This design comes from an exercise in tuning for small area on the open sky130 flow, not from production work. At most, simulation tests tie the RTL to the original design; equivalence was not proved. Power and IR drop assume default switching activity.

==> inputs of 02-20 <==
==> flow/design.v <==
`timescale 1ns/1ps
`default_nettype none
module rc_add #(parameter int W = 10) (
  input  logic [W-1:0] a,
  input  logic [W-1:0] b,
  input  logic         ci,
  output logic [W-1:0] s,
  output logic         co
);
  logic [W:0] c;
  assign c[0] = ci;
  for (genvar i = 0; i < W; i++) begin : g_b
    assign s[i]   = a[i] ^ b[i] ^ c[i];
    assign c[i+1] = (a[i] & b[i]) | (c[i] & (a[i] ^ b[i]));
  end
  assign co = c[W];
endmodule
module rc_carry #(parameter int W = 10) (
  input  logic [W-1:0] a,
  input  logic [W-1:0] b,
  input  logic         ci,
  output logic         co
);
  logic [W:0] c;
  assign c[0] = ci;
  for (genvar i = 0; i < W; i++) begin : g_b
    assign c[i+1] = (a[i] & b[i]) | (c[i] & (a[i] | b[i]));
  end
  assign co = c[W];
endmodule
module rc_absdiff6 #(parameter int W = 10) (
  input  logic [W-1:0] a,
  input  logic [W-1:0] b,
  output logic [W-1:0] d
);
  logic [W-1:0] e;
  logic         c;
  logic [W:0]   p;
  rc_add #(W) u_sub (.a(a), .b(~b), .ci(1'b1), .s(e), .co(c));
  assign p[0] = 1'b0;
  for (genvar i = 0; i < W; i++) begin : g_n
    assign d[i]   = e[i] ^ (~c & p[i]);
    assign p[i+1] = p[i] | e[i];
  end
endmodule
module target_eval (
  input  logic [9:0] px,
  input  logic [9:0] py,
  input  logic [9:0] tx,
  input  logic [9:0] ty,
  input  logic [7:0] tt,
  input  logic [7:0] ct,
  input  logic       active,
  output logic       hit,
  output logic       tcol
);
  logic [9:0] ex, dxo, dy;
  logic       gx, sx;
  logic       far;
  logic [9:0] s, t1, diag;
  logic [7:0] delta;
  logic       u0, u1, u2, u3;
  logic       core, rim, in_ring;
  rc_add #(10) u_ex (.a(px), .b(~tx), .ci(1'b1), .s(ex), .co(gx));
  assign sx  = ~gx;
  assign dxo = ex ^ {10{sx}};
  rc_absdiff6 #(10) u_dy (.a(py), .b(ty), .d(dy));
  assign far = dxo[9] | dy[9];
  rc_add #(10) u_s (.a({1'b0, dxo[8:0]}), .b({1'b0, dy[8:0]}), .ci(sx), .s(s), .co(u0));
  rc_add #(10) u_d1 (.a(s), .b(~{2'b00, s[9:2]}), .ci(1'b1), .s(t1), .co(u1));
  rc_add #(10) u_d2 (.a(t1), .b(~{5'b00000, s[9:5]}), .ci(1'b1), .s(diag), .co(u2));
  rc_add #(8)  u_dt (.a(tt), .b(~ct), .ci(1'b1), .s(delta), .co(u3));
  logic [9:0] kn, rx, ry, rd;
  logic       cx, cy, cd;
  assign kn = ~({2'b00, delta} + 10'd25);
  rc_add #(10) u_rx (.a({1'b0, dxo[8:0]}), .b(kn), .ci(sx), .s(rx), .co(cx));
  rc_add #(10) u_ry (.a({1'b0, dy[8:0]}), .b(kn), .ci(1'b0), .s(ry), .co(cy));
  rc_add #(10) u_rd (.a(diag), .b(kn), .ci(1'b0), .s(rd), .co(cd));
  assign in_ring = (cx | cy | cd) & ~(cx & |rx[9:2]) & ~(cy & |ry[9:2]) & ~(cd & |rd[9:2]);
  assign core = (sx ? dxo[8:0] < 9'd24 : dxo[8:0] < 9'd25) & dy[8:0] < 9'd25 & diag < 10'd25;
  assign rim  = (sx ? dxo[8:0] < 9'd29 : dxo[8:0] < 9'd30) & dy[8:0] < 9'd30 & diag < 10'd30;
  assign hit  = active & ~far & (in_ring | rim);
  assign tcol = in_ring | core;
endmodule
`default_nettype wire
`timescale 1ns/1ps
`default_nettype none
module game_video_top (
  input  logic       pxl_clk,
  input  logic       reset,
  input  logic       sck,
  input  logic       sdi,
  input  logic       fsync,
  output logic       hsync,
  output logic       vsync,
  output logic       sync_b,
  output logic [7:0] r,
  output logic [7:0] g,
  output logic [7:0] b
);
  logic [2:0]  pin_meta;
  logic [2:0]  pin_sync;
  logic        sck_prev;
  logic [4:0]  bit_cnt;
  logic        word_valid;
  logic [29:0] shift;
  logic        zeros;
  logic        shift_en;
  logic        word_done;
  logic        restart_done;
  assign shift_en     = pin_sync[2] & pin_sync[1] & ~sck_prev;
  assign word_done    = shift_en & (&bit_cnt);
  assign restart_done = (shift[29:28] == 2'b10) & zeros;
  always_ff @(posedge pxl_clk) begin
    pin_meta <= {fsync, sck, sdi};
    pin_sync <= pin_meta;
  end
  always_ff @(posedge pxl_clk) begin
    if (reset) begin
      sck_prev   <= 1'b0;
      bit_cnt    <= '0;
      word_valid <= 1'b0;
    end else begin
      sck_prev   <= pin_sync[1];
      word_valid <= word_done;
      if (!pin_sync[2]) begin
        bit_cnt <= '0;
      end else if (shift_en) begin
        bit_cnt <= bit_cnt + 1'b1;
      end
    end
  end
  always_ff @(posedge pxl_clk) begin
    if (shift_en && !(bit_cnt[4:1] == 4'b1111)) begin
      shift <= {shift[28:0], pin_sync[0]};
    end
    if (shift_en) begin
      zeros <= ~pin_sync[0] & (zeros | (bit_cnt == 5'd2));
    end
  end
  logic       e_word, e_status, e_timer, e_append, e_retire, e_clear;
  logic [7:0] health;
  logic [7:0] cur_time;
  logic [9:0] mouse_x;
  logic [9:0] mouse_y;
  logic [7:0] active;
  logic [9:0] tx [8];
  logic [9:0] ty [8];
  logic [7:0] tt [8];
  logic [2:0] start_ptr;
  logic [2:0] end_ptr;
  assign e_word   = word_done & ~reset;
  assign e_status = e_word & (shift[29:28] == 2'b00);
  assign e_timer  = e_word & (shift[29:28] == 2'b01);
  assign e_append = e_word & (shift[29:27] == 3'b111);
  assign e_retire = e_word & (shift[29:27] == 3'b110);
  assign e_clear  = word_valid & restart_done;
  always_ff @(posedge pxl_clk) begin
    if (reset) begin
      health   <= '0;
      cur_time <= '0;
      mouse_x  <= '0;
      mouse_y  <= '0;
    end else begin
      if (e_status) begin
        health <= shift[27:20];
      end
      if (e_timer) begin
        cur_time <= shift[27:20];
        mouse_x  <= shift[19:10];
        mouse_y  <= shift[9:0];
      end
    end
  end
  always_ff @(posedge pxl_clk) begin
    if (reset || e_clear) begin
      active    <= '0;
      start_ptr <= '0;
      end_ptr   <= '0;
    end else if (e_append) begin
      active[end_ptr] <= 1'b1;
      end_ptr         <= end_ptr + 1'b1;
    end else if (e_retire) begin
      active[start_ptr] <= 1'b0;
      start_ptr         <= start_ptr + 1'b1;
    end
  end
  always_ff @(posedge pxl_clk) begin
    if (e_append) begin
      tx[end_ptr] <= shift[26:17];
      ty[end_ptr] <= shift[16:7];
      tt[end_ptr] <= cur_time + 8'd60;
    end
  end
  logic [9:0] px;
  logic [9:0] py;
  always_ff @(posedge pxl_clk) begin
    if (reset) begin
      px <= 10'd873;
      py <= 10'd987;
    end else if (px == 10'd647) begin
      px <= 10'd872;
      py <= (py == 10'd487) ? 10'd987 : py + 1'b1;
    end else begin
      px <= px + 1'b1;
    end
  end
  logic [7:0] hit_n, tcol_n;
  for (genvar k = 0; k < 8; k++) begin : g_t
    target_eval u_ev (
      .px(px), .py(py), .tx(tx[k]), .ty(ty[k]), .tt(tt[k]), .ct(cur_time),
      .active(active[k]), .hit(hit_n[k]), .tcol(tcol_n[k])
    );
  end
  logic [10:0] cx, cy;
  logic        on_cursor_n, in_bar_n, bar_filled_n, in_active_n, hs_n, vs_n;
  logic        near6x, near1x, near6y, near1y;
  logic        u_c2, u_c3, u_b0, bar_lt;
  logic [9:0]  bar_end;
  rc_add #(11) u_cx (.a({1'b0, px}), .b(~{1'b0, mouse_x}), .ci(1'b0), .s(cx), .co(u_c2));
  rc_add #(11) u_cy (.a({1'b0, py}), .b(~{1'b0, mouse_y}), .ci(1'b0), .s(cy), .co(u_c3));
  assign near6x = (&cx[10:3] & (|cx[2:0])) | (~|cx[10:3] & (cx[2:0] <= 3'd5));
  assign near1x = (&cx[10:1]) | (cx == 11'd0);
  assign near6y = (&cy[10:3] & (|cy[2:0])) | (~|cy[10:3] & (cy[2:0] <= 3'd5));
  assign near1y = (&cy[10:1]) | (cy == 11'd0);
  assign on_cursor_n = (near6x & near1y) | (near1x & near6y);
  assign in_bar_n     = px >= 10'd50 && px < 10'd305 && py >= 10'd20 && py < 10'd30;
  rc_add #(10) u_be (.a({2'b00, health}), .b(10'd50), .ci(1'b0), .s(bar_end), .co(u_b0));
  rc_carry #(10) u_bl (.a(bar_end), .b(~px), .ci(1'b0), .co(bar_lt));
  assign bar_filled_n = bar_lt;
  assign in_active_n  = (px < 10'd640) && (py < 10'd480);
  assign hs_n         = ~(px >= 10'd880 && px < 10'd976);
  assign vs_n         = ~(py >= 10'd989 && py < 10'd991);
  logic       pre_black_n, pre_white_n, pre_cur_n;
  assign pre_black_n = ~in_active_n | (~on_cursor_n & in_bar_n & ~bar_filled_n);
  assign pre_cur_n   = in_active_n & on_cursor_n;
  assign pre_white_n = in_active_n & ~on_cursor_n & in_bar_n & bar_filled_n;
  logic [7:0] hit, tcol;
  logic [2:0] start_ptr_d;
  logic       pre_black, pre_white, pre_cur, hs, vs;
  always_ff @(posedge pxl_clk) begin
    hit         <= hit_n;
    tcol        <= tcol_n;
    start_ptr_d <= start_ptr;
    pre_black   <= pre_black_n | reset;
    pre_white   <= pre_white_n & ~reset;
    pre_cur     <= pre_cur_n & ~reset;
    hs          <= hs_n | reset;
    vs          <= vs_n | reset;
  end
  logic [7:0] after_start, hit_hi, hit_sel, first;
  logic       any_hit, win_tcol;
  for (genvar k = 0; k < 8; k++) begin : g_pri
    assign after_start[k] = (3'(k) >= start_ptr_d);
  end
  assign hit_hi  = hit & after_start;
  assign hit_sel = (|hit_hi) ? hit_hi : hit;
  assign first[0] = hit_sel[0];
  for (genvar k = 1; k < 8; k++) begin : g_first
    assign first[k] = hit_sel[k] & ~(|hit_sel[k-1:0]);
  end
  assign any_hit  = |hit;
  assign win_tcol = |(first & tcol);
  logic c_black, c_tgt, c_white, c_cur;
  always_comb begin
    c_black = 1'b0; c_tgt = 1'b0; c_white = 1'b0; c_cur = 1'b0;
    if (pre_black)        c_black = 1'b1;
    else if (pre_cur)     c_cur = 1'b1;
    else if (pre_white)   c_white = 1'b1;
    else if (any_hit)     begin c_tgt = win_tcol; c_white = ~win_tcol; end
  end
  logic r7, rl, g7, g6, gl, b7, b6, bl;
  always_ff @(posedge pxl_clk) begin
    if (reset) begin
      hsync  <= 1'b1;
      vsync  <= 1'b1;
      sync_b <= 1'b1;
      {r7, rl, g7, g6, gl, b7, b6, bl} <= '0;
    end else begin
      hsync  <= hs;
      vsync  <= vs;
      sync_b <= hs & vs;
      r7 <= ~c_black;
      rl <= c_white | c_cur;
      g7 <= ~c_black & ~c_cur;
      g6 <= c_white | c_cur;
      gl <= c_white;
      b7 <= ~c_black & ~c_cur;
      b6 <= c_white | c_cur | c_tgt;
      bl <= c_white | c_tgt;
    end
  end
  assign r = {r7, {7{rl}}};
  assign g = {g7, g6, {6{gl}}};
  assign b = {b7, b6, {6{bl}}};
endmodule
`default_nettype wire
==> flow/run.sh <==
#!/bin/bash
# synth_recipe.tcl (not shown) runs the flow's synth.tcl, then flattens the netlist and writes it again
# the make line also repeats each setting of config.mk as NAME=value (left out here)
make -C /OpenROAD-flow-scripts/flow DESIGN_CONFIG=/design/flow/config.mk WORK_HOME=/design/flow/orfs CLKGATE_MAP_FILE= SYNTH_SCRIPT=/design/flow/synth_recipe.tcl finish
==> flow/config.mk <==
export PLATFORM = sky130hd
export DESIGN_NAME = game_video_top
export DESIGN_NICKNAME = game_video_top
export VERILOG_FILES = /design/flow/design.v
export SDC_FILE = /design/flow/constraint.sdc
export NUM_CORES = 4
export LEC_CHECK = 0
export CAP_MARGIN = 20
export CORE_MARGIN = 2
export CORE_UTILIZATION = 75
export CTS_BUF_LIST = sky130_fd_sc_hd__clkbuf_8
export CTS_CLUSTER_DIAMETER = 50
export CTS_CLUSTER_SIZE = 16
export SLEW_MARGIN = 20
==> flow/constraint.sdc <==
create_clock -name core_clock -period 12.5 [get_ports {pxl_clk}]
set_input_delay 2.5000 -clock core_clock [delete_from_list [all_inputs] [get_ports {pxl_clk}]]
set_output_delay 2.5000 -clock core_clock [all_outputs]
set_load 0.01 [all_outputs]
==> 03-18: changes against 02-20 <==
--- a/flow/design.v
+++ b/flow/design.v
@@ -231,20 +231,17 @@
   assign in_active_n  = (px < 10'd640) && (py < 10'd480);
   assign hs_n         = ~(px >= 10'd880 && px < 10'd976);
   assign vs_n         = ~(py >= 10'd989 && py < 10'd991);
-  logic       pre_black_n, pre_white_n, pre_cur_n;
-  assign pre_black_n = ~in_active_n | (~on_cursor_n & in_bar_n & ~bar_filled_n);
-  assign pre_cur_n   = in_active_n & on_cursor_n;
-  assign pre_white_n = in_active_n & ~on_cursor_n & in_bar_n & bar_filled_n;
   logic [7:0] hit, tcol;
   logic [2:0] start_ptr_d;
-  logic       pre_black, pre_white, pre_cur, hs, vs;
+  logic       on_cursor, in_bar, bar_filled, in_active, hs, vs;
   always_ff @(posedge pxl_clk) begin
     hit         <= hit_n;
     tcol        <= tcol_n;
     start_ptr_d <= start_ptr;
-    pre_black   <= pre_black_n | reset;
-    pre_white   <= pre_white_n & ~reset;
-    pre_cur     <= pre_cur_n & ~reset;
+    on_cursor   <= on_cursor_n;
+    in_bar      <= in_bar_n;
+    bar_filled  <= bar_filled_n;
+    in_active   <= in_active_n & ~reset;
     hs          <= hs_n | reset;
     vs          <= vs_n | reset;
   end
@@ -264,9 +261,9 @@
   logic c_black, c_tgt, c_white, c_cur;
   always_comb begin
     c_black = 1'b0; c_tgt = 1'b0; c_white = 1'b0; c_cur = 1'b0;
-    if (pre_black)        c_black = 1'b1;
-    else if (pre_cur)     c_cur = 1'b1;
-    else if (pre_white)   c_white = 1'b1;
+    if (!in_active)       c_black = 1'b1;
+    else if (on_cursor)   c_cur = 1'b1;
+    else if (in_bar)      begin c_white = bar_filled; c_black = ~bar_filled; end
     else if (any_hit)     begin c_tgt = win_tcol; c_white = ~win_tcol; end
   end
   logic r7, rl, g7, g6, gl, b7, b6, bl;
CORE_UTILIZATION = 85   (was 75)
CTS_BUF_LIST = default   (was sky130_fd_sc_hd__clkbuf_8)
CTS_CLUSTER_DIAMETER = 80   (was 50)
CTS_CLUSTER_SIZE = 24   (was 16)
==> 01-16: changes against 02-20 <==
--- a/flow/design.v
+++ b/flow/design.v
@@ -15,6 +15,18 @@
   end
   assign co = c[W];
 endmodule
+module rc_inc #(parameter int W = 10) (
+  input  logic [W-1:0] a,
+  input  logic         ci,
+  output logic [W-1:0] s
+);
+  logic [W:0] c;
+  assign c[0] = ci;
+  for (genvar i = 0; i < W; i++) begin : g_b
+    assign s[i]   = a[i] ^ c[i];
+    assign c[i+1] = a[i] & c[i];
+  end
+endmodule
 module rc_carry #(parameter int W = 10) (
   input  logic [W-1:0] a,
   input  logic [W-1:0] b,
@@ -28,6 +40,21 @@
   end
   assign co = c[W];
 endmodule
+module rc_absdiff #(parameter int W = 10) (
+  input  logic [W-1:0] a,
+  input  logic [W-1:0] b,
+  output logic [W-1:0] d
+);
+  logic [W-1:0] e;
+  logic         nc;
+  logic [W:0]   c;
+  rc_add #(W) u_sub (.a(a), .b(~b), .ci(1'b1), .s(e), .co(nc));
+  assign c[0] = ~nc;
+  for (genvar i = 0; i < W; i++) begin : g_n
+    assign d[i]   = (e[i] ^ ~nc) ^ c[i];
+    assign c[i+1] = (e[i] ^ ~nc) & c[i];
+  end
+endmodule
 module rc_absdiff6 #(parameter int W = 10) (
   input  logic [W-1:0] a,
   input  logic [W-1:0] b,
@@ -231,20 +258,17 @@
   assign in_active_n  = (px < 10'd640) && (py < 10'd480);
   assign hs_n         = ~(px >= 10'd880 && px < 10'd976);
   assign vs_n         = ~(py >= 10'd989 && py < 10'd991);
-  logic       pre_black_n, pre_white_n, pre_cur_n;
-  assign pre_black_n = ~in_active_n | (~on_cursor_n & in_bar_n & ~bar_filled_n);
-  assign pre_cur_n   = in_active_n & on_cursor_n;
-  assign pre_white_n = in_active_n & ~on_cursor_n & in_bar_n & bar_filled_n;
   logic [7:0] hit, tcol;
   logic [2:0] start_ptr_d;
-  logic       pre_black, pre_white, pre_cur, hs, vs;
+  logic       on_cursor, in_bar, bar_filled, in_active, hs, vs;
   always_ff @(posedge pxl_clk) begin
     hit         <= hit_n;
     tcol        <= tcol_n;
     start_ptr_d <= start_ptr;
-    pre_black   <= pre_black_n | reset;
-    pre_white   <= pre_white_n & ~reset;
-    pre_cur     <= pre_cur_n & ~reset;
+    on_cursor   <= on_cursor_n;
+    in_bar      <= in_bar_n;
+    bar_filled  <= bar_filled_n;
+    in_active   <= in_active_n & ~reset;
     hs          <= hs_n | reset;
     vs          <= vs_n | reset;
   end
@@ -264,9 +288,9 @@
   logic c_black, c_tgt, c_white, c_cur;
   always_comb begin
     c_black = 1'b0; c_tgt = 1'b0; c_white = 1'b0; c_cur = 1'b0;
-    if (pre_black)        c_black = 1'b1;
-    else if (pre_cur)     c_cur = 1'b1;
-    else if (pre_white)   c_white = 1'b1;
+    if (!in_active)       c_black = 1'b1;
+    else if (on_cursor)   c_cur = 1'b1;
+    else if (in_bar)      begin c_white = bar_filled; c_black = ~bar_filled; end
     else if (any_hit)     begin c_tgt = win_tcol; c_white = ~win_tcol; end
   end
   logic r7, rl, g7, g6, gl, b7, b6, bl;
CORE_UTILIZATION = 60   (was 75)
CTS_BUF_LIST = default   (was sky130_fd_sc_hd__clkbuf_8)
CTS_CLUSTER_DIAMETER = 70   (was 50)
CTS_CLUSTER_SIZE = 28   (was 16)
==> summary.md <==
| Metric | Value |
|---|---|
| Outcome | finished clean |
| Sequential share of the synthesized area | 0.3123 |
| PwrDens | 133.0 nW/µm² |
| Hold_sp | pin_meta[1]$_DFF_P_ |
| Total Power | between 4000 and 5000 µW |
| Core area | 42,040 µm² |
| Clock-net power | 860 µW |
| Clk latency of the worst-skew pair | 0.64 ns |
| Via/cell ratio | 6.326 |
| Area Overhead vs Synth | 6.226% |
| Layout fillers | 2,516 |
| # nets final | ~3,500 |
| Placed cells | ~3,300 |
| Register area | 9982 µm² |
[end of results for 02-20]
==> summary.md <==
| Metric | Value |
|---|---|
| Register area | 10,000 µm² |
| # nets final | around 3,500 |
| Core area | 53,500 µm² |
| Layout fillers | 4,203 |
| PwrDens | 133.5 nW/µm² |
| Clk latency of the worst-skew pair | 0.61 ns |
| Outcome | finished clean |
| Area Overhead vs Synth | 7.117% |
| Sequential share of the synthesized area | 0.3095 |
[end of results for 01-16]
==> summary.md <==
| Metric | Value |
|---|---|
| Total Power | ~4600 µW |
| Sequential share of the synthesized area | 0.3121 |
| Fmax | 0.08176 GHz |
| Outcome | finished clean |
| Area Overhead vs Synth | 6.302% |
| Hold_sp | pin_meta[0]$_DFF_P_ |
| Layout fillers | roughly 1,400 |
| Core area | 37,400 µm² |
| Clock-net power | 840 µW |
| Placed cells | between 3,000 and 4,000 |
| Register area | approximately 10,000 µm² |
[end of results for 03-18]
Function not checked in 03-18 and 01-16: the RTL went through the layout flow alone.

## what the ideal ports hide
In the flow no input, the clock included, has a driving cell. The finished layouts below were timed again as built, in two steps.
Step 1 sets driving cells, clkbuf_16 on the clock port and buf_2 on the other inputs (assumed; they add their load-dependent delay and slew).
Step 2 adds t to the input delays and takes it off the output delays; t is the mean of the earliest and latest rising clock arrival at the registers after step 1. Input paths then give back, and output paths get back, about the clock's delay inside the block.
Three values: ideal ports, drivers, drivers and shift; two values: the first two.
run	t, ns	setup WS [ns]	worst setup path after step 2	clock arrival spread, ns	cell pins on the clock port's net
02-20	0.667	0.359 / 0.359 / 0.359	register to register	0.049 / 0.049	1
03-18	0.635	0.269 / 0.269 / 0.269	register to register	0.023 / 0.023	1
01-16	0.655	0.562 / 0.562 / 0.562	register to register	0.033 / 0.033	1
After both steps setup and hold are still met in every run listed.
